Source: an optimization exercise on an open RTL-to-GDS flow (aim: small area, a short achievable clock period and few clock cycles per item). Production flows keep margins and buffers that such runs may drop. No run shown here included a check of the RTL's function; only the layout flow was run.

==> flow/design.v (outline; a module is shown in full before it is edited, if it fits) <==
// module srtc_useq: 31 lines
// module srtc_ramp: 127 lines
// module srtc_dpath: 188 lines
// module srtc_booth_sel: 14 lines
// module srtc_booth_sel_c: 15 lines
// module srtc_mul_cs: 535 lines
// module servo_ramp_trigger_controller_unit: 87 lines
module servo_ramp_trigger_controller_unit (
   input  wire         clock,
   input  wire         reset,
   input  wire         req_tvalid,
   output logic        req_tready,
   input  wire  [55:0] req_tdata,
   output logic        rsp_tvalid,
   input  wire         rsp_tready,
   output logic [31:0] rsp_tdata,
   input  wire         csr_valid,
   output logic        csr_ready,
   input  wire  [7:0]  csr_index,
   input  wire  [10:0] csr_data
);
  // ...
==> flow/flow/run.sh <==
#!/bin/bash
# The standard layout with one netlist clean-up between synthesis and
# floorplan: flow/polarity.py removes inverters between full adders by
# choosing each full adder's polarity (registers and all other cells stay as
# the standard synthesis made them). Each tool's output goes to its own log.
set -u
cp standard.sh standard_sh_copy.txt
bash standard.sh synth > std_synth.log 2>&1 || exit 1
R=orfs/results/${FLOW_PLATFORM}/servo_ramp_trigger_controller_unit/base
cp $R/1_2_yosys.v yosys_netlist_before_polarity.v
if python3 flow/polarity.py $R/1_2_yosys.v polarity_out.v > polarity.log 2>&1; then
   cp polarity_out.v $R/1_2_yosys.v
   touch $R/1_2_yosys.v
fi
bash standard.sh finish > std_finish.log 2>&1 || exit 1
==> flow/flow/polarity.py <==
#!/usr/bin/env python3
"""Netlist clean-up after synthesis: removes inverters that sit between
full-adder cells by choosing, per full adder, whether it works on true or
complemented signals. A full adder is self-dual (inverting all three inputs
inverts both outputs), so flipping one moves the inversions from its inputs
to its outputs. Only combinational wiring changes; every other cell and
every register stays as synthesis made it.

usage: polarity.py IN.v OUT.v
"""
import re
import sys
import random

INV = 'sky130_fd_sc_hd__inv_1'


def parse(text):
    m = re.search(r'\bmodule\s+(\S+)\s*\((.*?)\);', text, re.S)
    head_end = m.end()
    end = text.rindex('endmodule')
    body = text[head_end:end]
    items = []  # ('cell', typ, name, [(pin, net)]) or ('text', str)
    pos = 0
    cell_re = re.compile(r'\s*(sky130_fd_sc_hd__\w+)\s+(\S+)\s*\((.*?)\);', re.S)
    stmt_re = re.compile(r'\s*(.*?;)', re.S)
    while pos < len(body):
        if body[pos:].strip() == '':
            break
        cm = cell_re.match(body, pos)
        if cm:
            pins = [(p, n.strip()) for p, n in
                    re.findall(r'\.(\w+)\s*\(\s*((?:[^()]|\([^()]*\))*?)\s*\)', cm.group(3))]
            items.append(['cell', cm.group(1), cm.group(2), pins])
            pos = cm.end()
            continue
        sm = stmt_re.match(body, pos)
        items.append(['text', sm.group(1)])
        pos = sm.end()
    return text[:head_end], items, text[end:]


OUT_PINS = {'X', 'Y', 'Q', 'Q_N', 'SUM', 'COUT', 'HI', 'LO'}


def main():
    src, dst = sys.argv[1], sys.argv[2]
    text = open(src).read()
    head, items, tail = parse(text)
    # nets named in plain statements (assigns, declarations of ports) are fixed
    fixed_use = set()
    ports = set()
    for it in items:
        if it[0] == 'text':
            s = it[1]
            if s.startswith('assign'):
                for tok in re.findall(r'(\\\S+\s*(?:\[\d+\])?|[A-Za-z_][\w$.]*(?:\s*\[\d+\])?)', s[6:]):
                    fixed_use.add(re.sub(r'\s+', ' ', tok.strip()))
            elif s.startswith('output') or s.startswith('input'):
                for tok in re.findall(r'(\\\S+|[A-Za-z_][\w$.]*)\s*;', s):
                    ports.add(tok)
    def norm(n):
        return re.sub(r'\s+', ' ', n)
    def is_port(n):
        base = n.split('[')[0].strip()
        return base in ports
    cells = [it for it in items if it[0] == 'cell']
    driver = {}
    loads = {}
    for ci, c in enumerate(cells):
        for p, n in c[3]:
            n = norm(n)
            if p in OUT_PINS:
                driver[n] = ci
            else:
                loads.setdefault(n, []).append((ci, p))
    # removable inverters: output used only by cell inputs (no port, no assign)
    removable = {}
    for ci, c in enumerate(cells):
        if c[1] != INV:
            continue
        pins = dict((p, norm(n)) for p, n in c[3])
        a, y = pins['A'], pins['Y']
        if y in fixed_use or is_port(y) or a in fixed_use or is_port(a):
            continue
        if not loads.get(y):
            continue
        removable[ci] = (a, y)
    inv_out = {y: (ci, a) for ci, (a, y) in removable.items()}

    def root(n):
        par = 0
        seen = 0
        while n in inv_out and seen < 100:
            n = inv_out[n][1]
            par ^= 1
            seen += 1
        return n, par

    fa = [ci for ci, c in enumerate(cells) if c[1].startswith('sky130_fd_sc_hd__fa_')]
    is_fa = set(fa)
    # edges: for each root net, list of (sink cell, pin, parity)
    sinks = {}
    for ci, c in enumerate(cells):
        if ci in removable:
            continue
        for p, n in c[3]:
            if p in OUT_PINS:
                continue
            r, par = root(norm(n))
            sinks.setdefault(r, []).append((ci, p, par))
    flip = {f: 0 for f in fa}

    def net_cost(r):
        d = driver.get(r)
        fd = flip.get(d, 0) if d is not None else 0
        need = set()
        for ci, p, par in sinks.get(r, []):
            want = par ^ (flip.get(ci, 0))
            need.add(want ^ fd)
        extra = 0
        # ports / assigns read the net as is
        if r in fixed_use or is_port(r):
            need.add(fd)
        return 1 if 1 in need else 0

    def nets_of(f):
        c = cells[f]
        s = set()
        for p, n in c[3]:
            if p in OUT_PINS:
                s.add(norm(n))
            else:
                s.add(root(norm(n))[0])
        return s

    fa_nets = {f: nets_of(f) for f in fa}
    before = sum(net_cost(r) for r in set(sinks) | set(driver))
    improved = True
    rounds = 0
    while improved and rounds < 50:
        improved = False
        rounds += 1
        for f in fa:
            ns = fa_nets[f]
            c0 = sum(net_cost(r) for r in ns)
            flip[f] ^= 1
            c1 = sum(net_cost(r) for r in ns)
            if c1 < c0:
                improved = True
            else:
                flip[f] ^= 1
    after = sum(net_cost(r) for r in set(sinks) | set(driver))
    # rebuild
    new_cells = []
    inv_name = {}
    new_wires = []
    k = 0

    def inverted(r):
        nonlocal k
        if r not in inv_name:
            k += 1
            w = f'_pol_n{k}_'
            inv_name[r] = w
            new_wires.append(w)
            new_cells.append(['cell', INV, f'_pol_i{k}_', [('A', r), ('Y', w)]])
        return inv_name[r]

    out_items = []
    for it in items:
        if it[0] != 'cell':
            out_items.append(it)
            continue
    rebuilt = []
    for ci, c in enumerate(cells):
        if ci in removable:
            continue
        pins = []
        for p, n in c[3]:
            if p in OUT_PINS:
                pins.append((p, n))
                continue
            r, par = root(norm(n))
            d = driver.get(r)
            fd = flip.get(d, 0) if d is not None else 0
            want = par ^ flip.get(ci, 0)
            if want ^ fd:
                pins.append((p, inverted(r)))
            else:
                pins.append((p, r))
        rebuilt.append(['cell', c[1], c[2], pins])
    # nets read by ports/assigns whose driver flipped
    fix_assigns = []
    for r, d in driver.items():
        if flip.get(d, 0) and (r in fixed_use or is_port(r)):
            raise SystemExit(f'flipped driver feeds a port/assign: {r}')
    lines = [head]
    for w in new_wires:
        lines.append(f'  wire {w};')
    for it in items:
        if it[0] == 'text':
            lines.append('  ' + it[1])
    for c in rebuilt + new_cells:
        pins = ',\n'.join(f'    .{p}({n} )' if n.startswith('\\') else f'    .{p}({n})'
                           for p, n in c[3])
        lines.append(f'  {c[1]} {c[2]} (\n{pins}\n  );')
    lines.append(tail)
    open(dst, 'w').write('\n'.join(lines))
    nflip = sum(flip.values())
    sys.stderr.write(f'polarity: {len(fa)} full adders, {nflip} flipped, '
                     f'inverters removed {len(removable)}, added {len(new_cells)}\n')


if __name__ == '__main__':
    main()
==> flow/standard.sh <==
#!/bin/bash
# synth_recipe.tcl (not shown) runs the flow's synth.tcl, then flattens the netlist and writes it again
# the make line also repeats each setting of config.mk as NAME=value (left out here)
make -C /OpenROAD-flow-scripts/flow DESIGN_CONFIG=/design/flow/config.mk WORK_HOME=/design/flow/orfs CLKGATE_MAP_FILE= SYNTH_SCRIPT=/design/flow/synth_recipe.tcl "${@:-finish}"
==> flow/config.mk <==
export PLATFORM = sky130hd
export DESIGN_NAME = servo_ramp_trigger_controller_unit
export DESIGN_NICKNAME = servo_ramp_trigger_controller_unit
export VERILOG_FILES = /design/flow/design.v
export SDC_FILE = /design/flow/constraint.sdc
export NUM_CORES = 4
export LEC_CHECK = 0
export ABC_AREA = 1
export CAP_MARGIN = 20
export CORE_MARGIN = 2
export CORE_UTILIZATION = 40
export SETUP_SLACK_MARGIN = 5
export SLEW_MARGIN = 20
export SYNTH_HIERARCHICAL = 1
==> flow/constraint.sdc <==
create_clock -name core_clock -period 9.5 [get_ports {clock}]
set_input_delay 1.9000 -clock core_clock [delete_from_list [all_inputs] [get_ports {clock}]]
set_output_delay 1.9000 -clock core_clock [all_outputs]
set_load 0.01 [all_outputs]
==> impl_metrics.xml, run 1 <==
<?xml version="1.0" encoding="UTF-8"?>
<metrics>
  <group name="clock_network">
    <metric name="clock_sink_count" unit="">381</metric>
    <metric name="clkLatencyLatePin" unit="ns">0.62</metric>
    <metric name="cts-hold-fix-buffers" unit="">0</metric>
  </group>
  <group name="hold_path">
    <metric name="hold_path_origin" unit="">u_dpath.phase4_ff[9]</metric>
  </group>
  <group name="worst_setup_path">
    <metric name="critPathLaunchType" unit="">input pin</metric>
    <metric name="crit_path_end_kind" unit="">output pin</metric>
    <metric name="startpoint_of_the_worst_setup_timing_path" unit="">rsp_tready</metric>
    <metric name="timing.critical_path.buf_inv" unit="">4</metric>
    <metric name="register_to_register_setup_slack" unit="ns">5.31</metric>
  </group>
  <group name="synth">
    <metric name="yosysWarningCount" unit="">10</metric>
    <metric name="netlist_instances" unit="">5134</metric>
  </group>
  <group name="placement">
    <metric name="post-place-cells" unit="">6193</metric>
  </group>
  <group name="routing">
    <metric name="met2WireLength" unit="um">47400</metric>
    <metric name="highest-signal-layer" unit="">met4</metric>
    <metric name="routedWlPerCell" unit="um">17.0</metric>
    <metric name="drt.antenna.violating_nets" unit="">0</metric>
    <metric name="dr.pass1.iters" unit="">6</metric>
  </group>
  <group name="layout">
    <metric name="layout_common_cells" unit="">1962 x sky130_fd_sc_hd__nand2_1, 524 x sky130_fd_sc_hd__inv_1, 457 x sky130_fd_sc_hd__nor2_1</metric>
    <metric name="signal_buffers" unit="">137</metric>
  </group>
  <group name="die">
    <metric name="floorplan.io_pins" unit="">115</metric>
    <metric name="core-area" unit="um2">94700</metric>
  </group>
  <group name="global_route">
    <metric name="grt_first_pass_wirelength" unit="um">170000</metric>
    <metric name="global_route.peak_usage_layer" unit="">met2</metric>
  </group>
  <group name="outcome">
    <metric name="run_status" unit="">timing/DRC/antenna clean</metric>
  </group>
</metrics>
==> module srtc_dpath, before the edit <==
module srtc_dpath (
   input  wire                           clock,
   input  wire                           adv,
   input  wire                           trigger_active_low,
   input  wire [srtc_pkg::US_W-1:0]      min_pulse_us,
   input  wire [srtc_pkg::US_W-1:0]      pulse_span_us,
   input  wire [srtc_pkg::POS_W-1:0]     pos_a,
   input  wire [srtc_pkg::POS_W-1:0]     pos_b,
   input  wire [srtc_pkg::POS_W-1:0]     travel_time,
   input  wire                           trigger_pin,
   input  wire [srtc_pkg::CODE_W-1:0]    state_code,
   input  wire [srtc_pkg::POS_W-1:0]     phase,
   output logic                          act,
   output logic [srtc_pkg::DELTA_W-1:0]  delta,
   output logic [srtc_pkg::PULSE_W-1:0]  rsp_pulse_us,
   output logic [srtc_pkg::CODE_W-1:0]   rsp_ramp_state,
   output logic [srtc_pkg::POS_W-1:0]    rsp_phase
);
   logic [POS_W-1:0]   a1_ff;
   logic [POS_W-1:0]   dmag1_ff;
   logic               dneg1_ff;
   logic [7:0]         tt1_ff;
   logic               pin1_ff;
   logic [PROD_W-1:0]  rpa2_ff;
   logic [PROD_W-1:0]  rpb2_ff;
   logic [PROD_W-1:0]  opa2_ff;
   logic [PROD_W-1:0]  opb2_ff;
   logic               neg2_ff;
   logic [DELTA_W-1:0] delta2_ff;
   logic               pin2_ff;
   logic [US_W-1:0]    rq3_ff;
   logic               rc3_ff;
   logic [US_W-1:0]    oq3_ff;
   logic               oc3_ff;
   logic               neg3_ff;
   logic [PROD_W-1:0]  pa4_ff;
   logic [PROD_W-1:0]  pb4_ff;
   logic [PULSE_W-1:0] mox4_ff;
   logic               neg4_ff;
   logic [POS_W-1:0]   phase4_ff;
   logic [CODE_W-1:0]  state4_ff;
   logic [POS_W:0]     diff;
   logic [DELTA_W-1:0] base;
   logic [9:0]         slope;
   logic [13:0]        sf;
   logic [29:0]        span_sel;
   logic [PROD_W-1:0]  rpa;
   logic [PROD_W-1:0]  rpb;
   logic [PROD_W-1:0]  opa;
   logic [PROD_W-1:0]  opb;
   logic [PROD_W-1:0]  rng_prod;
   logic [PROD_W-1:0]  off_prod;
   logic [PULSE_W-1:0] mo;
   logic [29:0]        rng_sel;
   logic [PROD_W-1:0]  pa;
   logic [PROD_W-1:0]  pb;
   logic [PROD_W-1:0]  res_prod;
   logic [PULSE_W-1:0] sum0;
   logic [PULSE_W-1:0] sum1;
   function automatic logic [srtc_pkg::DELTA_W-1:0] step_base(input logic [3:0] idx);
      case (idx)
         4'd0:  step_base = 15'd131;
         4'd1:  step_base = 15'd164;
         4'd2:  step_base = 15'd218;
         4'd3:  step_base = 15'd262;
         4'd4:  step_base = 15'd328;
         4'd5:  step_base = 15'd437;
         4'd6:  step_base = 15'd524;
         4'd7:  step_base = 15'd655;
         4'd8:  step_base = 15'd749;
         4'd9:  step_base = 15'd874;
         4'd10: step_base = 15'd1049;
         4'd11: step_base = 15'd1311;
         4'd12: step_base = 15'd1748;
         4'd13: step_base = 15'd2621;
         4'd14: step_base = 15'd5243;
         default: step_base = 15'd13107;
      endcase
   endfunction
   function automatic logic [9:0] step_slope(input logic [3:0] idx);
      case (idx)
         4'd0:  step_slope = 10'd2;
         4'd1:  step_slope = 10'd3;
         4'd2:  step_slope = 10'd2;
         4'd3:  step_slope = 10'd4;
         4'd4:  step_slope = 10'd6;
         4'd5:  step_slope = 10'd5;
         4'd6:  step_slope = 10'd8;
         4'd7:  step_slope = 10'd5;
         4'd8:  step_slope = 10'd7;
         4'd9:  step_slope = 10'd10;
         4'd10: step_slope = 10'd16;
         4'd11: step_slope = 10'd27;
         4'd12: step_slope = 10'd54;
         4'd13: step_slope = 10'd163;
         4'd14: step_slope = 10'd491;
         default: step_slope = 10'd819;
      endcase
   endfunction
   function automatic logic div_carry(input logic [srtc_pkg::PROD_W-1:0] x);
      div_carry = (&x[15:11]) & (x[10:0] >= ~x[26:16]);
   endfunction
   assign diff = {1'b0, pos_b} - {1'b0, pos_a};
   always_ff @(posedge clock) begin
      if (adv) begin
         a1_ff    <= pos_a;
         dmag1_ff <= diff[POS_W] ? (pos_a - pos_b) : diff[POS_W-1:0];
         dneg1_ff <= diff[POS_W];
         tt1_ff   <= travel_time[15:8];
         pin1_ff  <= trigger_pin;
      end
   end
   assign base  = step_base(tt1_ff[7:4]);
   assign slope = step_slope(tt1_ff[7:4]);
   assign sf    = slope * tt1_ff[3:0];
   srtc_booth_sel u_span_sel (
      .y   (pulse_span_us),
      .sel (span_sel)
   );
   srtc_mul_cs u_mul_rng (
      .x   (dmag1_ff),
      .sel (span_sel),
      .ra  (rpa),
      .rb  (rpb)
   );
   srtc_mul_cs u_mul_off (
      .x   (a1_ff),
      .sel (span_sel),
      .ra  (opa),
      .rb  (opb)
   );
   always_ff @(posedge clock) begin
      if (adv) begin
         rpa2_ff   <= rpa;
         rpb2_ff   <= rpb;
         opa2_ff   <= opa;
         opb2_ff   <= opb;
         neg2_ff   <= dneg1_ff;
         delta2_ff <= base + {1'b0, sf};
         pin2_ff   <= pin1_ff;
      end
   end
   assign act      = pin2_ff ^ trigger_active_low;
   assign delta    = delta2_ff;
   assign rng_prod = rpa2_ff + rpb2_ff;
   assign off_prod = opa2_ff + opb2_ff;
   always_ff @(posedge clock) begin
      if (adv) begin
         rq3_ff  <= rng_prod[PROD_W-1:POS_W];
         rc3_ff  <= div_carry(rng_prod);
         oq3_ff  <= off_prod[PROD_W-1:POS_W];
         oc3_ff  <= div_carry(off_prod);
         neg3_ff <= neg2_ff;
      end
   end
   assign mo = {1'b0, min_pulse_us} + {1'b0, oq3_ff} + {11'b0, oc3_ff};
   srtc_booth_sel_c u_rng_sel (
      .y   (rq3_ff),
      .yc  (rc3_ff),
      .sel (rng_sel)
   );
   srtc_mul_cs u_mul_res (
      .x   (phase),
      .sel (rng_sel),
      .ra  (pa),
      .rb  (pb)
   );
   always_ff @(posedge clock) begin
      if (adv) begin
         pa4_ff    <= pa;
         pb4_ff    <= pb;
         mox4_ff   <= mo ^ {PULSE_W{neg3_ff}};
         neg4_ff   <= neg3_ff;
         phase4_ff <= phase;
         state4_ff <= state_code;
      end
   end
   assign res_prod = pa4_ff + pb4_ff;
   assign sum0 = mox4_ff + {1'b0, res_prod[PROD_W-1:POS_W]};
   assign sum1 = mox4_ff + {1'b0, res_prod[PROD_W-1:POS_W]} + 12'd1;
   always_ff @(posedge clock) begin
      if (adv) begin
         rsp_pulse_us   <= (div_carry(res_prod) ? sum1 : sum0) ^ {PULSE_W{neg4_ff}};
         rsp_ramp_state <= state4_ff;
         rsp_phase      <= phase4_ff;
      end
   end
endmodule
==> module srtc_mul_cs, before the edit <==
module srtc_mul_cs (
   input  wire [15:0] x,
   input  wire [29:0] sel,
   output wire [26:0] ra,
   output wire [26:0] rb
);
   wire pp1;
   assign pp1 = (sel[0] & x[0]) | (sel[1] & ~x[0]) | sel[3];
   wire pp2;
   assign pp2 = (sel[0] & x[1]) | (sel[1] & ~x[1]) | (sel[2] & x[0]) | (sel[3] & ~x[0]);
   wire pp3;
   assign pp3 = (sel[0] & x[2]) | (sel[1] & ~x[2]) | (sel[2] & x[1]) | (sel[3] & ~x[1]);
   wire pp4;
   assign pp4 = (sel[0] & x[3]) | (sel[1] & ~x[3]) | (sel[2] & x[2]) | (sel[3] & ~x[2]);
   wire pp5;
   assign pp5 = (sel[0] & x[4]) | (sel[1] & ~x[4]) | (sel[2] & x[3]) | (sel[3] & ~x[3]);
   wire pp6;
   assign pp6 = (sel[0] & x[5]) | (sel[1] & ~x[5]) | (sel[2] & x[4]) | (sel[3] & ~x[4]);
   wire pp7;
   assign pp7 = (sel[0] & x[6]) | (sel[1] & ~x[6]) | (sel[2] & x[5]) | (sel[3] & ~x[5]);
   wire pp8;
   assign pp8 = (sel[0] & x[7]) | (sel[1] & ~x[7]) | (sel[2] & x[6]) | (sel[3] & ~x[6]);
   wire pp9;
   assign pp9 = (sel[0] & x[8]) | (sel[1] & ~x[8]) | (sel[2] & x[7]) | (sel[3] & ~x[7]);
   wire pp10;
   assign pp10 = (sel[0] & x[9]) | (sel[1] & ~x[9]) | (sel[2] & x[8]) | (sel[3] & ~x[8]);
   wire pp11;
   assign pp11 = (sel[0] & x[10]) | (sel[1] & ~x[10]) | (sel[2] & x[9]) | (sel[3] & ~x[9]);
   wire pp12;
   assign pp12 = (sel[0] & x[11]) | (sel[1] & ~x[11]) | (sel[2] & x[10]) | (sel[3] & ~x[10]);
   wire pp13;
   assign pp13 = (sel[0] & x[12]) | (sel[1] & ~x[12]) | (sel[2] & x[11]) | (sel[3] & ~x[11]);
   wire pp14;
   assign pp14 = (sel[0] & x[13]) | (sel[1] & ~x[13]) | (sel[2] & x[12]) | (sel[3] & ~x[12]);
   wire pp15;
   assign pp15 = (sel[0] & x[14]) | (sel[1] & ~x[14]) | (sel[2] & x[13]) | (sel[3] & ~x[13]);
   wire pp16;
   assign pp16 = (sel[0] & x[15]) | (sel[1] & ~x[15]) | (sel[2] & x[14]) | (sel[3] & ~x[14]);
   wire pp17;
   assign pp17 = sel[1] | (sel[2] & x[15]) | (sel[3] & ~x[15]);
   wire nn18;
   assign nn18 = ~sel[4];
   wire pp19;
   assign pp19 = (sel[5] & x[0]) | (sel[6] & ~x[0]) | sel[8];
   wire pp20;
   assign pp20 = (sel[5] & x[1]) | (sel[6] & ~x[1]) | (sel[7] & x[0]) | (sel[8] & ~x[0]);
   wire pp21;
   assign pp21 = (sel[5] & x[2]) | (sel[6] & ~x[2]) | (sel[7] & x[1]) | (sel[8] & ~x[1]);
   wire pp22;
   assign pp22 = (sel[5] & x[3]) | (sel[6] & ~x[3]) | (sel[7] & x[2]) | (sel[8] & ~x[2]);
   wire pp23;
   assign pp23 = (sel[5] & x[4]) | (sel[6] & ~x[4]) | (sel[7] & x[3]) | (sel[8] & ~x[3]);
   wire pp24;
   assign pp24 = (sel[5] & x[5]) | (sel[6] & ~x[5]) | (sel[7] & x[4]) | (sel[8] & ~x[4]);
   wire pp25;
   assign pp25 = (sel[5] & x[6]) | (sel[6] & ~x[6]) | (sel[7] & x[5]) | (sel[8] & ~x[5]);
   wire pp26;
   assign pp26 = (sel[5] & x[7]) | (sel[6] & ~x[7]) | (sel[7] & x[6]) | (sel[8] & ~x[6]);
   wire pp27;
   assign pp27 = (sel[5] & x[8]) | (sel[6] & ~x[8]) | (sel[7] & x[7]) | (sel[8] & ~x[7]);
   wire pp28;
   assign pp28 = (sel[5] & x[9]) | (sel[6] & ~x[9]) | (sel[7] & x[8]) | (sel[8] & ~x[8]);
   wire pp29;
   assign pp29 = (sel[5] & x[10]) | (sel[6] & ~x[10]) | (sel[7] & x[9]) | (sel[8] & ~x[9]);
   wire pp30;
   assign pp30 = (sel[5] & x[11]) | (sel[6] & ~x[11]) | (sel[7] & x[10]) | (sel[8] & ~x[10]);
   wire pp31;
   assign pp31 = (sel[5] & x[12]) | (sel[6] & ~x[12]) | (sel[7] & x[11]) | (sel[8] & ~x[11]);
   wire pp32;
   assign pp32 = (sel[5] & x[13]) | (sel[6] & ~x[13]) | (sel[7] & x[12]) | (sel[8] & ~x[12]);
   wire pp33;
   assign pp33 = (sel[5] & x[14]) | (sel[6] & ~x[14]) | (sel[7] & x[13]) | (sel[8] & ~x[13]);
   wire pp34;
   assign pp34 = (sel[5] & x[15]) | (sel[6] & ~x[15]) | (sel[7] & x[14]) | (sel[8] & ~x[14]);
   wire pp35;
   assign pp35 = sel[6] | (sel[7] & x[15]) | (sel[8] & ~x[15]);
   wire nn36;
   assign nn36 = ~sel[9];
   wire pp37;
   assign pp37 = (sel[10] & x[0]) | (sel[11] & ~x[0]) | sel[13];
   wire pp38;
   assign pp38 = (sel[10] & x[1]) | (sel[11] & ~x[1]) | (sel[12] & x[0]) | (sel[13] & ~x[0]);
   wire pp39;
   assign pp39 = (sel[10] & x[2]) | (sel[11] & ~x[2]) | (sel[12] & x[1]) | (sel[13] & ~x[1]);
   wire pp40;
   assign pp40 = (sel[10] & x[3]) | (sel[11] & ~x[3]) | (sel[12] & x[2]) | (sel[13] & ~x[2]);
   wire pp41;
   assign pp41 = (sel[10] & x[4]) | (sel[11] & ~x[4]) | (sel[12] & x[3]) | (sel[13] & ~x[3]);
   wire pp42;
   assign pp42 = (sel[10] & x[5]) | (sel[11] & ~x[5]) | (sel[12] & x[4]) | (sel[13] & ~x[4]);
   wire pp43;
   assign pp43 = (sel[10] & x[6]) | (sel[11] & ~x[6]) | (sel[12] & x[5]) | (sel[13] & ~x[5]);
   wire pp44;
   assign pp44 = (sel[10] & x[7]) | (sel[11] & ~x[7]) | (sel[12] & x[6]) | (sel[13] & ~x[6]);
   wire pp45;
   assign pp45 = (sel[10] & x[8]) | (sel[11] & ~x[8]) | (sel[12] & x[7]) | (sel[13] & ~x[7]);
   wire pp46;
   assign pp46 = (sel[10] & x[9]) | (sel[11] & ~x[9]) | (sel[12] & x[8]) | (sel[13] & ~x[8]);
   wire pp47;
   assign pp47 = (sel[10] & x[10]) | (sel[11] & ~x[10]) | (sel[12] & x[9]) | (sel[13] & ~x[9]);
   wire pp48;
   assign pp48 = (sel[10] & x[11]) | (sel[11] & ~x[11]) | (sel[12] & x[10]) | (sel[13] & ~x[10]);
   wire pp49;
   assign pp49 = (sel[10] & x[12]) | (sel[11] & ~x[12]) | (sel[12] & x[11]) | (sel[13] & ~x[11]);
   wire pp50;
   assign pp50 = (sel[10] & x[13]) | (sel[11] & ~x[13]) | (sel[12] & x[12]) | (sel[13] & ~x[12]);
   wire pp51;
   assign pp51 = (sel[10] & x[14]) | (sel[11] & ~x[14]) | (sel[12] & x[13]) | (sel[13] & ~x[13]);
   wire pp52;
   assign pp52 = (sel[10] & x[15]) | (sel[11] & ~x[15]) | (sel[12] & x[14]) | (sel[13] & ~x[14]);
   wire pp53;
   assign pp53 = sel[11] | (sel[12] & x[15]) | (sel[13] & ~x[15]);
   wire nn54;
   assign nn54 = ~sel[14];
   wire pp55;
   assign pp55 = (sel[15] & x[0]) | (sel[16] & ~x[0]) | sel[18];
   wire pp56;
   assign pp56 = (sel[15] & x[1]) | (sel[16] & ~x[1]) | (sel[17] & x[0]) | (sel[18] & ~x[0]);
   wire pp57;
   assign pp57 = (sel[15] & x[2]) | (sel[16] & ~x[2]) | (sel[17] & x[1]) | (sel[18] & ~x[1]);
   wire pp58;
   assign pp58 = (sel[15] & x[3]) | (sel[16] & ~x[3]) | (sel[17] & x[2]) | (sel[18] & ~x[2]);
   wire pp59;
   assign pp59 = (sel[15] & x[4]) | (sel[16] & ~x[4]) | (sel[17] & x[3]) | (sel[18] & ~x[3]);
   wire pp60;
   assign pp60 = (sel[15] & x[5]) | (sel[16] & ~x[5]) | (sel[17] & x[4]) | (sel[18] & ~x[4]);
   wire pp61;
   assign pp61 = (sel[15] & x[6]) | (sel[16] & ~x[6]) | (sel[17] & x[5]) | (sel[18] & ~x[5]);
   wire pp62;
   assign pp62 = (sel[15] & x[7]) | (sel[16] & ~x[7]) | (sel[17] & x[6]) | (sel[18] & ~x[6]);
   wire pp63;
   assign pp63 = (sel[15] & x[8]) | (sel[16] & ~x[8]) | (sel[17] & x[7]) | (sel[18] & ~x[7]);
   wire pp64;
   assign pp64 = (sel[15] & x[9]) | (sel[16] & ~x[9]) | (sel[17] & x[8]) | (sel[18] & ~x[8]);
   wire pp65;
   assign pp65 = (sel[15] & x[10]) | (sel[16] & ~x[10]) | (sel[17] & x[9]) | (sel[18] & ~x[9]);
   wire pp66;
   assign pp66 = (sel[15] & x[11]) | (sel[16] & ~x[11]) | (sel[17] & x[10]) | (sel[18] & ~x[10]);
   wire pp67;
   assign pp67 = (sel[15] & x[12]) | (sel[16] & ~x[12]) | (sel[17] & x[11]) | (sel[18] & ~x[11]);
   wire pp68;
   assign pp68 = (sel[15] & x[13]) | (sel[16] & ~x[13]) | (sel[17] & x[12]) | (sel[18] & ~x[12]);
   wire pp69;
   assign pp69 = (sel[15] & x[14]) | (sel[16] & ~x[14]) | (sel[17] & x[13]) | (sel[18] & ~x[13]);
   wire pp70;
   assign pp70 = (sel[15] & x[15]) | (sel[16] & ~x[15]) | (sel[17] & x[14]) | (sel[18] & ~x[14]);
   wire pp71;
   assign pp71 = sel[16] | (sel[17] & x[15]) | (sel[18] & ~x[15]);
   wire nn72;
   assign nn72 = ~sel[19];
   wire pp73;
   assign pp73 = (sel[20] & x[0]) | (sel[21] & ~x[0]) | sel[23];
   wire pp74;
   assign pp74 = (sel[20] & x[1]) | (sel[21] & ~x[1]) | (sel[22] & x[0]) | (sel[23] & ~x[0]);
   wire pp75;
   assign pp75 = (sel[20] & x[2]) | (sel[21] & ~x[2]) | (sel[22] & x[1]) | (sel[23] & ~x[1]);
   wire pp76;
   assign pp76 = (sel[20] & x[3]) | (sel[21] & ~x[3]) | (sel[22] & x[2]) | (sel[23] & ~x[2]);
   wire pp77;
   assign pp77 = (sel[20] & x[4]) | (sel[21] & ~x[4]) | (sel[22] & x[3]) | (sel[23] & ~x[3]);
   wire pp78;
   assign pp78 = (sel[20] & x[5]) | (sel[21] & ~x[5]) | (sel[22] & x[4]) | (sel[23] & ~x[4]);
   wire pp79;
   assign pp79 = (sel[20] & x[6]) | (sel[21] & ~x[6]) | (sel[22] & x[5]) | (sel[23] & ~x[5]);
   wire pp80;
   assign pp80 = (sel[20] & x[7]) | (sel[21] & ~x[7]) | (sel[22] & x[6]) | (sel[23] & ~x[6]);
   wire pp81;
   assign pp81 = (sel[20] & x[8]) | (sel[21] & ~x[8]) | (sel[22] & x[7]) | (sel[23] & ~x[7]);
   wire pp82;
   assign pp82 = (sel[20] & x[9]) | (sel[21] & ~x[9]) | (sel[22] & x[8]) | (sel[23] & ~x[8]);
   wire pp83;
   assign pp83 = (sel[20] & x[10]) | (sel[21] & ~x[10]) | (sel[22] & x[9]) | (sel[23] & ~x[9]);
   wire pp84;
   assign pp84 = (sel[20] & x[11]) | (sel[21] & ~x[11]) | (sel[22] & x[10]) | (sel[23] & ~x[10]);
   wire pp85;
   assign pp85 = (sel[20] & x[12]) | (sel[21] & ~x[12]) | (sel[22] & x[11]) | (sel[23] & ~x[11]);
   wire pp86;
   assign pp86 = (sel[20] & x[13]) | (sel[21] & ~x[13]) | (sel[22] & x[12]) | (sel[23] & ~x[12]);
   wire pp87;
   assign pp87 = (sel[20] & x[14]) | (sel[21] & ~x[14]) | (sel[22] & x[13]) | (sel[23] & ~x[13]);
   wire pp88;
   assign pp88 = (sel[20] & x[15]) | (sel[21] & ~x[15]) | (sel[22] & x[14]) | (sel[23] & ~x[14]);
   wire pp89;
   assign pp89 = sel[21] | (sel[22] & x[15]) | (sel[23] & ~x[15]);
   wire nn90;
   assign nn90 = ~sel[24];
   wire pp91;
   assign pp91 = (sel[25] & x[0]);
   wire pp92;
   assign pp92 = (sel[25] & x[1]) | (sel[27] & x[0]);
   wire pp93;
   assign pp93 = (sel[25] & x[2]) | (sel[27] & x[1]);
   wire pp94;
   assign pp94 = (sel[25] & x[3]) | (sel[27] & x[2]);
   wire pp95;
   assign pp95 = (sel[25] & x[4]) | (sel[27] & x[3]);
   wire pp96;
   assign pp96 = (sel[25] & x[5]) | (sel[27] & x[4]);
   wire pp97;
   assign pp97 = (sel[25] & x[6]) | (sel[27] & x[5]);
   wire pp98;
   assign pp98 = (sel[25] & x[7]) | (sel[27] & x[6]);
   wire pp99;
   assign pp99 = (sel[25] & x[8]) | (sel[27] & x[7]);
   wire pp100;
   assign pp100 = (sel[25] & x[9]) | (sel[27] & x[8]);
   wire pp101;
   assign pp101 = (sel[25] & x[10]) | (sel[27] & x[9]);
   wire pp102;
   assign pp102 = (sel[25] & x[11]) | (sel[27] & x[10]);
   wire pp103;
   assign pp103 = (sel[25] & x[12]) | (sel[27] & x[11]);
   wire pp104;
   assign pp104 = (sel[25] & x[13]) | (sel[27] & x[12]);
   wire pp105;
   assign pp105 = (sel[25] & x[14]) | (sel[27] & x[13]);
   wire pp106;
   assign pp106 = (sel[25] & x[15]) | (sel[27] & x[14]);
   wire pp107;
   assign pp107 = (sel[27] & x[15]);
   wire hs108;
   wire hc109;
   assign hs108 = 1'b1 ^ nn18;
   assign hc109 = 1'b1 & nn18;
   wire hs110;
   wire hc111;
   assign hs110 = 1'b1 ^ pp35;
   assign hc111 = 1'b1 & pp35;
   wire hs112;
   wire hc113;
   assign hs112 = pp7 ^ pp23;
   assign hc113 = pp7 & pp23;
   wire hs114;
   wire hc115;
   assign hs114 = pp8 ^ pp24;
   assign hc115 = pp8 & pp24;
   wire fs116;
   wire fc117;
   assign fs116 = pp9 ^ pp25 ^ pp41;
   assign fc117 = (pp9 & pp25) | (pp9 & pp41) | (pp25 & pp41);
   wire hs118;
   wire hc119;
   assign hs118 = pp57 ^ pp73;
   assign hc119 = pp57 & pp73;
   wire fs120;
   wire fc121;
   assign fs120 = pp10 ^ pp26 ^ pp42;
   assign fc121 = (pp10 & pp26) | (pp10 & pp42) | (pp26 & pp42);
   wire hs122;
   wire hc123;
   assign hs122 = pp58 ^ pp74;
   assign hc123 = pp58 & pp74;
   wire fs124;
   wire fc125;
   assign fs124 = pp11 ^ pp27 ^ pp43;
   assign fc125 = (pp11 & pp27) | (pp11 & pp43) | (pp27 & pp43);
   wire fs126;
   wire fc127;
   assign fs126 = pp59 ^ pp75 ^ pp91;
   assign fc127 = (pp59 & pp75) | (pp59 & pp91) | (pp75 & pp91);
   wire fs128;
   wire fc129;
   assign fs128 = pp12 ^ pp28 ^ pp44;
   assign fc129 = (pp12 & pp28) | (pp12 & pp44) | (pp28 & pp44);
   wire fs130;
   wire fc131;
   assign fs130 = pp60 ^ pp76 ^ pp92;
   assign fc131 = (pp60 & pp76) | (pp60 & pp92) | (pp76 & pp92);
   wire fs132;
   wire fc133;
   assign fs132 = pp13 ^ pp29 ^ pp45;
   assign fc133 = (pp13 & pp29) | (pp13 & pp45) | (pp29 & pp45);
   wire fs134;
   wire fc135;
   assign fs134 = pp61 ^ pp77 ^ pp93;
   assign fc135 = (pp61 & pp77) | (pp61 & pp93) | (pp77 & pp93);
   wire fs136;
   wire fc137;
   assign fs136 = pp14 ^ pp30 ^ pp46;
   assign fc137 = (pp14 & pp30) | (pp14 & pp46) | (pp30 & pp46);
   wire fs138;
   wire fc139;
   assign fs138 = pp62 ^ pp78 ^ pp94;
   assign fc139 = (pp62 & pp78) | (pp62 & pp94) | (pp78 & pp94);
   wire fs140;
   wire fc141;
   assign fs140 = pp15 ^ pp31 ^ pp47;
   assign fc141 = (pp15 & pp31) | (pp15 & pp47) | (pp31 & pp47);
   wire fs142;
   wire fc143;
   assign fs142 = pp63 ^ pp79 ^ pp95;
   assign fc143 = (pp63 & pp79) | (pp63 & pp95) | (pp79 & pp95);
   wire fs144;
   wire fc145;
   assign fs144 = pp16 ^ pp32 ^ pp48;
   assign fc145 = (pp16 & pp32) | (pp16 & pp48) | (pp32 & pp48);
   wire fs146;
   wire fc147;
   assign fs146 = pp64 ^ pp80 ^ pp96;
   assign fc147 = (pp64 & pp80) | (pp64 & pp96) | (pp80 & pp96);
   wire fs148;
   wire fc149;
   assign fs148 = pp17 ^ pp33 ^ pp49;
   assign fc149 = (pp17 & pp33) | (pp17 & pp49) | (pp33 & pp49);
   wire fs150;
   wire fc151;
   assign fs150 = pp65 ^ pp81 ^ pp97;
   assign fc151 = (pp65 & pp81) | (pp65 & pp97) | (pp81 & pp97);
   wire fs152;
   wire fc153;
   assign fs152 = pp34 ^ pp50 ^ pp66;
   assign fc153 = (pp34 & pp50) | (pp34 & pp66) | (pp50 & pp66);
   wire fs154;
   wire fc155;
   assign fs154 = pp82 ^ pp98 ^ hs108;
   assign fc155 = (pp82 & pp98) | (pp82 & hs108) | (pp98 & hs108);
   wire fs156;
   wire fc157;
   assign fs156 = pp51 ^ pp67 ^ pp83;
   assign fc157 = (pp51 & pp67) | (pp51 & pp83) | (pp67 & pp83);
   wire fs158;
   wire fc159;
   assign fs158 = pp99 ^ hc109 ^ hs110;
   assign fc159 = (pp99 & hc109) | (pp99 & hs110) | (hc109 & hs110);
   wire fs160;
   wire fc161;
   assign fs160 = nn36 ^ pp52 ^ pp68;
   assign fc161 = (nn36 & pp52) | (nn36 & pp68) | (pp52 & pp68);
   wire fs162;
   wire fc163;
   assign fs162 = pp84 ^ pp100 ^ hc111;
   assign fc163 = (pp84 & pp100) | (pp84 & hc111) | (pp100 & hc111);
   wire fs164;
   wire fc165;
   assign fs164 = 1'b1 ^ pp53 ^ pp69;
   assign fc165 = (1'b1 & pp53) | (1'b1 & pp69) | (pp53 & pp69);
   wire hs166;
   wire hc167;
   assign hs166 = pp85 ^ pp101;
   assign hc167 = pp85 & pp101;
   wire fs168;
   wire fc169;
   assign fs168 = nn54 ^ pp70 ^ pp86;
   assign fc169 = (nn54 & pp70) | (nn54 & pp86) | (pp70 & pp86);
   wire hs170;
   wire hc171;
   assign hs170 = 1'b1 ^ pp71;
   assign hc171 = 1'b1 & pp71;
   wire hs172;
   wire hc173;
   assign hs172 = pp5 ^ pp21;
   assign hc173 = pp5 & pp21;
   wire hs174;
   wire hc175;
   assign hs174 = pp6 ^ pp22;
   assign hc175 = pp6 & pp22;
   wire fs176;
   wire fc177;
   assign fs176 = pp39 ^ pp55 ^ sel[19];
   assign fc177 = (pp39 & pp55) | (pp39 & sel[19]) | (pp55 & sel[19]);
   wire fs178;
   wire fc179;
   assign fs178 = pp40 ^ pp56 ^ hc113;
   assign fc179 = (pp40 & pp56) | (pp40 & hc113) | (pp56 & hc113);
   wire fs180;
   wire fc181;
   assign fs180 = sel[24] ^ hc115 ^ hs118;
   assign fc181 = (sel[24] & hc115) | (sel[24] & hs118) | (hc115 & hs118);
   wire fs182;
   wire fc183;
   assign fs182 = hc119 ^ hs122 ^ fc117;
   assign fc183 = (hc119 & hs122) | (hc119 & fc117) | (hs122 & fc117);
   wire fs184;
   wire fc185;
   assign fs184 = hc123 ^ fc121 ^ fs124;
   assign fc185 = (hc123 & fc121) | (hc123 & fs124) | (fc121 & fs124);
   wire fs186;
   wire fc187;
   assign fs186 = fc125 ^ fc127 ^ fs128;
   assign fc187 = (fc125 & fc127) | (fc125 & fs128) | (fc127 & fs128);
   wire fs188;
   wire fc189;
   assign fs188 = fc129 ^ fc131 ^ fs132;
   assign fc189 = (fc129 & fc131) | (fc129 & fs132) | (fc131 & fs132);
   wire fs190;
   wire fc191;
   assign fs190 = fc133 ^ fc135 ^ fs136;
   assign fc191 = (fc133 & fc135) | (fc133 & fs136) | (fc135 & fs136);
   wire fs192;
   wire fc193;
   assign fs192 = fc137 ^ fc139 ^ fs140;
   assign fc193 = (fc137 & fc139) | (fc137 & fs140) | (fc139 & fs140);
   wire fs194;
   wire fc195;
   assign fs194 = fc141 ^ fc143 ^ fs144;
   assign fc195 = (fc141 & fc143) | (fc141 & fs144) | (fc143 & fs144);
   wire fs196;
   wire fc197;
   assign fs196 = fc145 ^ fc147 ^ fs148;
   assign fc197 = (fc145 & fc147) | (fc145 & fs148) | (fc147 & fs148);
   wire fs198;
   wire fc199;
   assign fs198 = fc149 ^ fc151 ^ fs152;
   assign fc199 = (fc149 & fc151) | (fc149 & fs152) | (fc151 & fs152);
   wire fs200;
   wire fc201;
   assign fs200 = fc153 ^ fs156 ^ fc155;
   assign fc201 = (fc153 & fs156) | (fc153 & fc155) | (fs156 & fc155);
   wire fs202;
   wire fc203;
   assign fs202 = fc157 ^ fs160 ^ fc159;
   assign fc203 = (fc157 & fs160) | (fc157 & fc159) | (fs160 & fc159);
   wire fs204;
   wire fc205;
   assign fs204 = hs166 ^ fc161 ^ fs164;
   assign fc205 = (hs166 & fc161) | (hs166 & fs164) | (fc161 & fs164);
   wire fs206;
   wire fc207;
   assign fs206 = pp102 ^ hc167 ^ fc165;
   assign fc207 = (pp102 & hc167) | (pp102 & fc165) | (hc167 & fc165);
   wire fs208;
   wire fc209;
   assign fs208 = pp87 ^ pp103 ^ hs170;
   assign fc209 = (pp87 & pp103) | (pp87 & hs170) | (pp103 & hs170);
   wire fs210;
   wire fc211;
   assign fs210 = nn72 ^ pp88 ^ pp104;
   assign fc211 = (nn72 & pp88) | (nn72 & pp104) | (pp88 & pp104);
   wire hs212;
   wire hc213;
   assign hs212 = 1'b1 ^ pp89;
   assign hc213 = 1'b1 & pp89;
   wire hs214;
   wire hc215;
   assign hs214 = pp3 ^ pp19;
   assign hc215 = pp3 & pp19;
   wire hs216;
   wire hc217;
   assign hs216 = pp4 ^ pp20;
   assign hc217 = pp4 & pp20;
   wire fs218;
   wire fc219;
   assign fs218 = pp37 ^ sel[14] ^ hs172;
   assign fc219 = (pp37 & sel[14]) | (pp37 & hs172) | (sel[14] & hs172);
   wire fs220;
   wire fc221;
   assign fs220 = pp38 ^ hc173 ^ hs174;
   assign fc221 = (pp38 & hc173) | (pp38 & hs174) | (hc173 & hs174);
   wire fs222;
   wire fc223;
   assign fs222 = hc175 ^ hs112 ^ fs176;
   assign fc223 = (hc175 & hs112) | (hc175 & fs176) | (hs112 & fs176);
   wire fs224;
   wire fc225;
   assign fs224 = hs114 ^ fc177 ^ fs178;
   assign fc225 = (hs114 & fc177) | (hs114 & fs178) | (fc177 & fs178);
   wire fs226;
   wire fc227;
   assign fs226 = fs116 ^ fc179 ^ fs180;
   assign fc227 = (fs116 & fc179) | (fs116 & fs180) | (fc179 & fs180);
   wire fs228;
   wire fc229;
   assign fs228 = fs120 ^ fc181 ^ fs182;
   assign fc229 = (fs120 & fc181) | (fs120 & fs182) | (fc181 & fs182);
   wire fs230;
   wire fc231;
   assign fs230 = fs126 ^ fc183 ^ fs184;
   assign fc231 = (fs126 & fc183) | (fs126 & fs184) | (fc183 & fs184);
   wire fs232;
   wire fc233;
   assign fs232 = fs130 ^ fc185 ^ fs186;
   assign fc233 = (fs130 & fc185) | (fs130 & fs186) | (fc185 & fs186);
   wire fs234;
   wire fc235;
   assign fs234 = fs134 ^ fc187 ^ fs188;
   assign fc235 = (fs134 & fc187) | (fs134 & fs188) | (fc187 & fs188);
   wire fs236;
   wire fc237;
   assign fs236 = fs138 ^ fc189 ^ fs190;
   assign fc237 = (fs138 & fc189) | (fs138 & fs190) | (fc189 & fs190);
   wire fs238;
   wire fc239;
   assign fs238 = fs142 ^ fc191 ^ fs192;
   assign fc239 = (fs142 & fc191) | (fs142 & fs192) | (fc191 & fs192);
   wire fs240;
   wire fc241;
   assign fs240 = fs146 ^ fc193 ^ fs194;
   assign fc241 = (fs146 & fc193) | (fs146 & fs194) | (fc193 & fs194);
   wire fs242;
   wire fc243;
   assign fs242 = fs150 ^ fc195 ^ fs196;
   assign fc243 = (fs150 & fc195) | (fs150 & fs196) | (fc195 & fs196);
   wire fs244;
   wire fc245;
   assign fs244 = fs154 ^ fc197 ^ fs198;
   assign fc245 = (fs154 & fc197) | (fs154 & fs198) | (fc197 & fs198);
   wire fs246;
   wire fc247;
   assign fs246 = fs158 ^ fc199 ^ fs200;
   assign fc247 = (fs158 & fc199) | (fs158 & fs200) | (fc199 & fs200);
   wire fs248;
   wire fc249;
   assign fs248 = fs162 ^ fc201 ^ fs202;
   assign fc249 = (fs162 & fc201) | (fs162 & fs202) | (fc201 & fs202);
   wire fs250;
   wire fc251;
   assign fs250 = fc163 ^ fs204 ^ fc203;
   assign fc251 = (fc163 & fs204) | (fc163 & fc203) | (fs204 & fc203);
   wire fs252;
   wire fc253;
   assign fs252 = fs168 ^ fc205 ^ fs206;
   assign fc253 = (fs168 & fc205) | (fs168 & fs206) | (fc205 & fs206);
   wire fs254;
   wire fc255;
   assign fs254 = fc169 ^ fs208 ^ fc207;
   assign fc255 = (fc169 & fs208) | (fc169 & fc207) | (fs208 & fc207);
   wire fs256;
   wire fc257;
   assign fs256 = hc171 ^ fs210 ^ fc209;
   assign fc257 = (hc171 & fs210) | (hc171 & fc209) | (fs210 & fc209);
   wire fs258;
   wire fc259;
   assign fs258 = pp105 ^ hs212 ^ fc211;
   assign fc259 = (pp105 & hs212) | (pp105 & fc211) | (hs212 & fc211);
   wire fs260;
   wire fc261;
   assign fs260 = nn90 ^ pp106 ^ hc213;
   assign fc261 = (nn90 & pp106) | (nn90 & hc213) | (pp106 & hc213);
   wire hs262;
   wire hc263;
   assign hs262 = 1'b1 ^ pp107;
   assign hc263 = 1'b1 & pp107;
   assign ra = {fc261, fc259, fc257, fc255, fc253, fc251, fc249, fc247, fc245, fc243, fc241, fc239, fc237, fc235, fc233, fc231, fc229, fc227, fc225, fc223, fc221, fc219, hc217, hc215, hs214, pp2, pp1};
   assign rb = {hs262, fs260, fs258, fs256, fs254, fs252, fs250, fs248, fs246, fs244, fs242, fs240, fs238, fs236, fs234, fs232, fs230, fs228, fs226, fs224, fs222, fs220, fs218, hs216, sel[9], 1'b0, sel[4]};
endmodule
==> run 2: changes to the inputs <==
--- a/flow/design.v
+++ b/flow/design.v
@@ -202,15 +202,21 @@
    output logic [srtc_pkg::CODE_W-1:0]   rsp_ramp_state,
    output logic [srtc_pkg::POS_W-1:0]    rsp_phase
 );
+   localparam int unsigned LOW_W  = 16;
+   localparam int unsigned HIGH_W = PROD_W - LOW_W;
    logic [POS_W-1:0]   a1_ff;
    logic [POS_W-1:0]   dmag1_ff;
    logic               dneg1_ff;
    logic [7:0]         tt1_ff;
    logic               pin1_ff;
-   logic [PROD_W-1:0]  rpa2_ff;
-   logic [PROD_W-1:0]  rpb2_ff;
-   logic [PROD_W-1:0]  opa2_ff;
-   logic [PROD_W-1:0]  opb2_ff;
+   logic [LOW_W-1:0]   rpl2_ff;
+   logic               rpc2_ff;
+   logic [HIGH_W-1:0]  rpa2_ff;
+   logic [HIGH_W-1:0]  rpb2_ff;
+   logic [LOW_W-1:0]   opl2_ff;
+   logic               opc2_ff;
+   logic [HIGH_W-1:0]  opa2_ff;
+   logic [HIGH_W-1:0]  opb2_ff;
    logic               neg2_ff;
    logic [DELTA_W-1:0] delta2_ff;
    logic               pin2_ff;
@@ -219,8 +225,10 @@
    logic [US_W-1:0]    oq3_ff;
    logic               oc3_ff;
    logic               neg3_ff;
-   logic [PROD_W-1:0]  pa4_ff;
-   logic [PROD_W-1:0]  pb4_ff;
+   logic [LOW_W-1:0]   pl4_ff;
+   logic               pc4_ff;
+   logic [HIGH_W-1:0]  pa4_ff;
+   logic [HIGH_W-1:0]  pb4_ff;
    logic [PULSE_W-1:0] mox4_ff;
    logic               neg4_ff;
    logic [POS_W-1:0]   phase4_ff;
@@ -230,16 +238,22 @@
    logic [9:0]         slope;
    logic [13:0]        sf;
    logic [29:0]        span_sel;
-   logic [PROD_W-1:0]  rpa;
-   logic [PROD_W-1:0]  rpb;
-   logic [PROD_W-1:0]  opa;
-   logic [PROD_W-1:0]  opb;
+   logic [LOW_W-1:0]   rpl;
+   logic               rpc;
+   logic [HIGH_W-1:0]  rpa;
+   logic [HIGH_W-1:0]  rpb;
+   logic [LOW_W-1:0]   opl;
+   logic               opc;
+   logic [HIGH_W-1:0]  opa;
+   logic [HIGH_W-1:0]  opb;
    logic [PROD_W-1:0]  rng_prod;
    logic [PROD_W-1:0]  off_prod;
    logic [PULSE_W-1:0] mo;
    logic [29:0]        rng_sel;
-   logic [PROD_W-1:0]  pa;
-   logic [PROD_W-1:0]  pb;
+   logic [LOW_W-1:0]   pl;
+   logic               pc;
+   logic [HIGH_W-1:0]  pa;
+   logic [HIGH_W-1:0]  pb;
    logic [PROD_W-1:0]  res_prod;
    logic [PULSE_W-1:0] sum0;
    logic [PULSE_W-1:0] sum1;
@@ -306,19 +320,27 @@
    srtc_mul_cs u_mul_rng (
       .x   (dmag1_ff),
       .sel (span_sel),
+      .lo  (rpl),
+      .ci  (rpc),
       .ra  (rpa),
       .rb  (rpb)
    );
    srtc_mul_cs u_mul_off (
       .x   (a1_ff),
       .sel (span_sel),
+      .lo  (opl),
+      .ci  (opc),
       .ra  (opa),
       .rb  (opb)
    );
    always_ff @(posedge clock) begin
       if (adv) begin
+         rpl2_ff   <= rpl;
+         rpc2_ff   <= rpc;
          rpa2_ff   <= rpa;
          rpb2_ff   <= rpb;
+         opl2_ff   <= opl;
+         opc2_ff   <= opc;
          opa2_ff   <= opa;
          opb2_ff   <= opb;
          neg2_ff   <= dneg1_ff;
@@ -328,8 +350,8 @@
    end
    assign act      = pin2_ff ^ trigger_active_low;
    assign delta    = delta2_ff;
-   assign rng_prod = rpa2_ff + rpb2_ff;
-   assign off_prod = opa2_ff + opb2_ff;
+   assign rng_prod = {rpa2_ff + rpb2_ff + HIGH_W'(rpc2_ff), rpl2_ff};
+   assign off_prod = {opa2_ff + opb2_ff + HIGH_W'(opc2_ff), opl2_ff};
    always_ff @(posedge clock) begin
       if (adv) begin
          rq3_ff  <= rng_prod[PROD_W-1:POS_W];
@@ -348,11 +370,15 @@
    srtc_mul_cs u_mul_res (
       .x   (phase),
       .sel (rng_sel),
+      .lo  (pl),
+      .ci  (pc),
       .ra  (pa),
       .rb  (pb)
    );
    always_ff @(posedge clock) begin
       if (adv) begin
+         pl4_ff    <= pl;
+         pc4_ff    <= pc;
          pa4_ff    <= pa;
          pb4_ff    <= pb;
          mox4_ff   <= mo ^ {PULSE_W{neg3_ff}};
@@ -361,7 +387,7 @@
          state4_ff <= state_code;
       end
    end
-   assign res_prod = pa4_ff + pb4_ff;
+   assign res_prod = {pa4_ff + pb4_ff + HIGH_W'(pc4_ff), pl4_ff};
    assign sum0 = mox4_ff + {1'b0, res_prod[PROD_W-1:POS_W]};
    assign sum1 = mox4_ff + {1'b0, res_prod[PROD_W-1:POS_W]} + 12'd1;
    always_ff @(posedge clock) begin
@@ -406,8 +432,10 @@
 module srtc_mul_cs (
    input  wire [15:0] x,
    input  wire [29:0] sel,
-   output wire [26:0] ra,
-   output wire [26:0] rb
+   output wire [15:0] lo,
+   output wire        ci,
+   output wire [10:0] ra,
+   output wire [10:0] rb
 );
    wire pp1;
    assign pp1 = (sel[0] & x[0]) | (sel[1] & ~x[0]) | sel[3];
@@ -935,8 +963,11 @@
    wire hc263;
    assign hs262 = 1'b1 ^ pp107;
    assign hc263 = 1'b1 & pp107;
-   assign ra = {fc261, fc259, fc257, fc255, fc253, fc251, fc249, fc247, fc245, fc243, fc241, fc239, fc237, fc235, fc233, fc231, fc229, fc227, fc225, fc223, fc221, fc219, hc217, hc215, hs214, pp2, pp1};
-   assign rb = {hs262, fs260, fs258, fs256, fs254, fs252, fs250, fs248, fs246, fs244, fs242, fs240, fs238, fs236, fs234, fs232, fs230, fs228, fs226, fs224, fs222, fs220, fs218, hs216, sel[9], 1'b0, sel[4]};
+   wire [26:0] fa = {fc261, fc259, fc257, fc255, fc253, fc251, fc249, fc247, fc245, fc243, fc241, fc239, fc237, fc235, fc233, fc231, fc229, fc227, fc225, fc223, fc221, fc219, hc217, hc215, hs214, pp2, pp1};
+   wire [26:0] fb = {hs262, fs260, fs258, fs256, fs254, fs252, fs250, fs248, fs246, fs244, fs242, fs240, fs238, fs236, fs234, fs232, fs230, fs228, fs226, fs224, fs222, fs220, fs218, hs216, sel[9], 1'b0, sel[4]};
+   assign {ci, lo} = {1'b0, fa[15:0]} + {1'b0, fb[15:0]};
+   assign ra = fa[26:16];
+   assign rb = fb[26:16];
 endmodule
 `default_nettype wire
 `default_nettype none
==> run 2 against run 1 <==
Effect of this change:
- still clean
- cell area down 8.4%
- setup slack worse by 0.025 ns
- routed wire length down 17%
- die area down 13%
- synthesized cell count down 22%
- hold slack worse by 0.017 ns
- flip-flop and latch count down 45
- core utilization up 2.5 points
- critical path depth down 2
- critical path type unchanged
==> impl_metrics.xml, run 2 <==
<?xml version="1.0" encoding="UTF-8"?>
<metrics>
  <group name="die">
    <metric name="floorplan.io_pins" unit="">115</metric>
    <metric name="die_y" unit="um">291</metric>
    <metric name="initial_core_util" unit="%">40.3</metric>
    <metric name="die_w" unit="um">291</metric>
    <metric name="die_area" unit="um2">84800</metric>
    <metric name="core-area" unit="um2">81800</metric>
    <metric name="rows" unit="">105</metric>
  </group>
  <group name="worst_setup_path">
    <metric name="crit_path_end_kind" unit="">output pin</metric>
    <metric name="critical_path_class" unit="">input pin to output pin</metric>
    <metric name="timing.critical_path.slowest_cell_delay" unit="ns">0.23</metric>
    <metric name="worst-endpoint-required" unit="ns">7.60</metric>
    <metric name="timing.critical_path.cells" unit="">clkdlybuf4s15_2 -&gt; buf_12 -&gt; nor2_4 -&gt; clkdlybuf4s15_2</metric>
    <metric name="timing.critical_path.slowest_stage_cell" unit="">sky130_fd_sc_hd__clkdlybuf4s15_2</metric>
    <metric name="timing.critical_path.buf_inv" unit="">3</metric>
    <metric name="critical_path_arrival" unit="ns">2.60</metric>
    <metric name="critical_path_peak_fanout" unit="">3</metric>
    <metric name="register_to_register_setup_slack" unit="ns">5.14</metric>
    <metric name="worst_path_most_repeated_cell" unit="">sky130_fd_sc_hd__clkdlybuf4s15_2</metric>
    <metric name="critPathLaunchType" unit="">input pin</metric>
    <metric name="critical_path.top_delay_family" unit="">buffers and inverters</metric>
  </group>
  <group name="global_route">
    <metric name="grt-ovfl-total" unit="">0</metric>
    <metric name="grt_start_max_net_pins" unit="">82</metric>
    <metric name="grt_first_pass_wirelength" unit="um">142000</metric>
    <metric name="grt_use_total" unit="%">20.7</metric>
    <metric name="grt_pass1_vias" unit="">25800</metric>
    <metric name="antenna_violations_before_repair" unit="">0</metric>
  </group>
  <group name="routing">
    <metric name="drt-total-wl" unit="um">88900</metric>
    <metric name="drc" unit="">0</metric>
    <metric name="routedWlPerCell" unit="um">17.4</metric>
    <metric name="drt.antenna.violating_nets" unit="">0</metric>
    <metric name="dr.first_iter.drc_count" unit="">2175</metric>
    <metric name="num_vias" unit="">27400</metric>
    <metric name="detail_route.vias_per_cell" unit="">5.37</metric>
    <metric name="dr.pass1.iters" unit="">7</metric>
  </group>
  <group name="sta">
    <metric name="timing.slew.headroom" unit="%">27.3</metric>
    <metric name="finalCriticalPeriod" unit="ns">4.50</metric>
    <metric name="timing.final.hold_violations" unit="">0</metric>
    <metric name="slew_viol_final" unit="">0</metric>
    <metric name="rsz0062_at_grt" unit="">true</metric>
    <metric name="finalCritPeriodShare" unit="%">47.3</metric>
    <metric name="finalClockSkew" unit="ns">0.0277</metric>
    <metric name="totalNegativeSetupSlack" unit="ns">0</metric>
    <metric name="fmaxAchievable" unit="MHz">222</metric>
    <metric name="timing.final.setup_violations" unit="">0</metric>
    <metric name="max_slew.worst_pin.slew" unit="ns">1.09</metric>
  </group>
  <group name="clock_network">
    <metric name="cts-hold-fix-buffers" unit="">0</metric>
    <metric name="cts_tree" unit="">built</metric>
    <metric name="clock_path_buffers" unit="">3</metric>
    <metric name="clock_sink_count" unit="">336</metric>
    <metric name="path_clk_slew" unit="ns">0.06</metric>
    <metric name="cts_made_buffers" unit="">41</metric>
    <metric name="htreeDepth" unit="">2</metric>
    <metric name="clkLatencyLatePin" unit="ns">0.58</metric>
    <metric name="cts_root_buf" unit="">sky130_fd_sc_hd__clkbuf_16</metric>
  </group>
  <group name="placement">
    <metric name="detailed_placement_wirelength_estimate" unit="um">65700</metric>
    <metric name="post_dp_cell_area" unit="um2">34300</metric>
    <metric name="gp_routability_congestion" unit="">0.925</metric>
    <metric name="place.port_buffers" unit="">98</metric>
  </group>
  <group name="synth">
    <metric name="syn_area_per_cell" unit="um2">8.24</metric>
    <metric name="synth_nets" unit="">4561</metric>
    <metric name="syn_area" unit="um2">33000</metric>
    <metric name="netlist_instances" unit="">4005</metric>
    <metric name="yosysWarningCount" unit="">10</metric>
  </group>
  <group name="layout">
    <metric name="fin_util" unit="%">45.1</metric>
    <metric name="drive_above_1_share" unit="%">9.61</metric>
    <metric name="most_frequent_standard_cell_in_the_layout_excluding_fill_and_tap_cells" unit="">sky130_fd_sc_hd__nand2_1</metric>
    <metric name="layout.nets" unit="">4559</metric>
    <metric name="diodes" unit="">0</metric>
    <metric name="layout_common_cells" unit="">866 x sky130_fd_sc_hd__nand2_1, 483 x sky130_fd_sc_hd__inv_1, 267 x sky130_fd_sc_hd__o21ai_0</metric>
    <metric name="final_area" unit="um2">36900</metric>
    <metric name="layout-area-overhead-vs-synth" unit="%">11.8</metric>
  </group>
  <group name="job">
    <metric name="max_cap_viol_count" unit="">0</metric>
  </group>
  <group name="outcome">
    <metric name="run_status" unit="">timing/DRC/antenna clean</metric>
  </group>
  <group name="hold_path">
    <metric name="worstHoldPathType" unit="">flip-flop to flip-flop</metric>
  </group>
</metrics>
## run 2: path summary, 6_finish.rpt
kind | startpoint | endpoint | depth (start not counted)
hold reg to reg | u_dpath.phase4_ff[0] | u_dpath.rsp_phase[0] | 0
hold / removal | u_dpath.phase4_ff[0] | u_dpath.rsp_phase[0] | 0
setup / recovery | reset | req_tready | 4
setup reg to reg | pulse_span_us_ff[1] | u_dpath.rpc2_ff | 16
## run 2: cell type report
class	count	area [um2]
repair buffers	214	2030
repair inverters	2	10.0
clock inverters	26	241
well taps	1070	1340
clock buffers	50	1120
flip-flops and latches	336	9400
multi-input cells	2889	20700
inverters	519	2030
fillers	8016	45000
## run 2: per-stage QoR
step	cells	setup WS (ns)	hold slack, ns
finish	5106	5.00	0.400
global route	5106	4.92	0.422
global placement	4948	3.85	0.401
floorplan	4005	4.37	0.400
detailed placement	4948	3.83	0.405
CTS	5043	4.97	0.411
## run 2: what timing repair did
action                                  in CTS  in global routing
endpoints found under the setup margin     107                 29
buffers inserted                            14                 62
gates resized for setup                     57                105
pin swaps                                    0                 10
cloned                                       5                  1
## run 2: per-layer routing
layer  up-vias  track usage [%]  wire length [um]
met4         0             6.07              2680
met2      1092             33.3             40100
met3       172             2.57              6200
met5         -                0                 0
li1      13400                -                 -
met1     12700             29.1             39900

==> static timing again, ports no longer ideal <==
Ports are ideal in the flow. The routed layouts listed here were re-timed in OpenROAD. Step 1 sets driving cells, clkbuf_16 on the clock port and buf_2 on the other inputs (assumed; they add their load-dependent delay and slew). Step 2 also shifts input and output timing later by t, the mid clock arrival at the registers, as if the neighbouring blocks saw the same clock. Three values: no drivers, after step 1, after step 2; two values: the first two.
run | t, ns | setup WS [ns] | worst slew at a driven data input, ns
run 1 | 0.673 | 5.030 / 5.008 / 4.722 | 0.04
run 2 | 0.632 | 5.005 / 4.979 / 4.861 | 0.12
After both steps setup and hold are still met in every run listed. The setup slack of run 1, which loses most, moves by -0.022 ns with the drivers and by -0.308 ns with both steps.
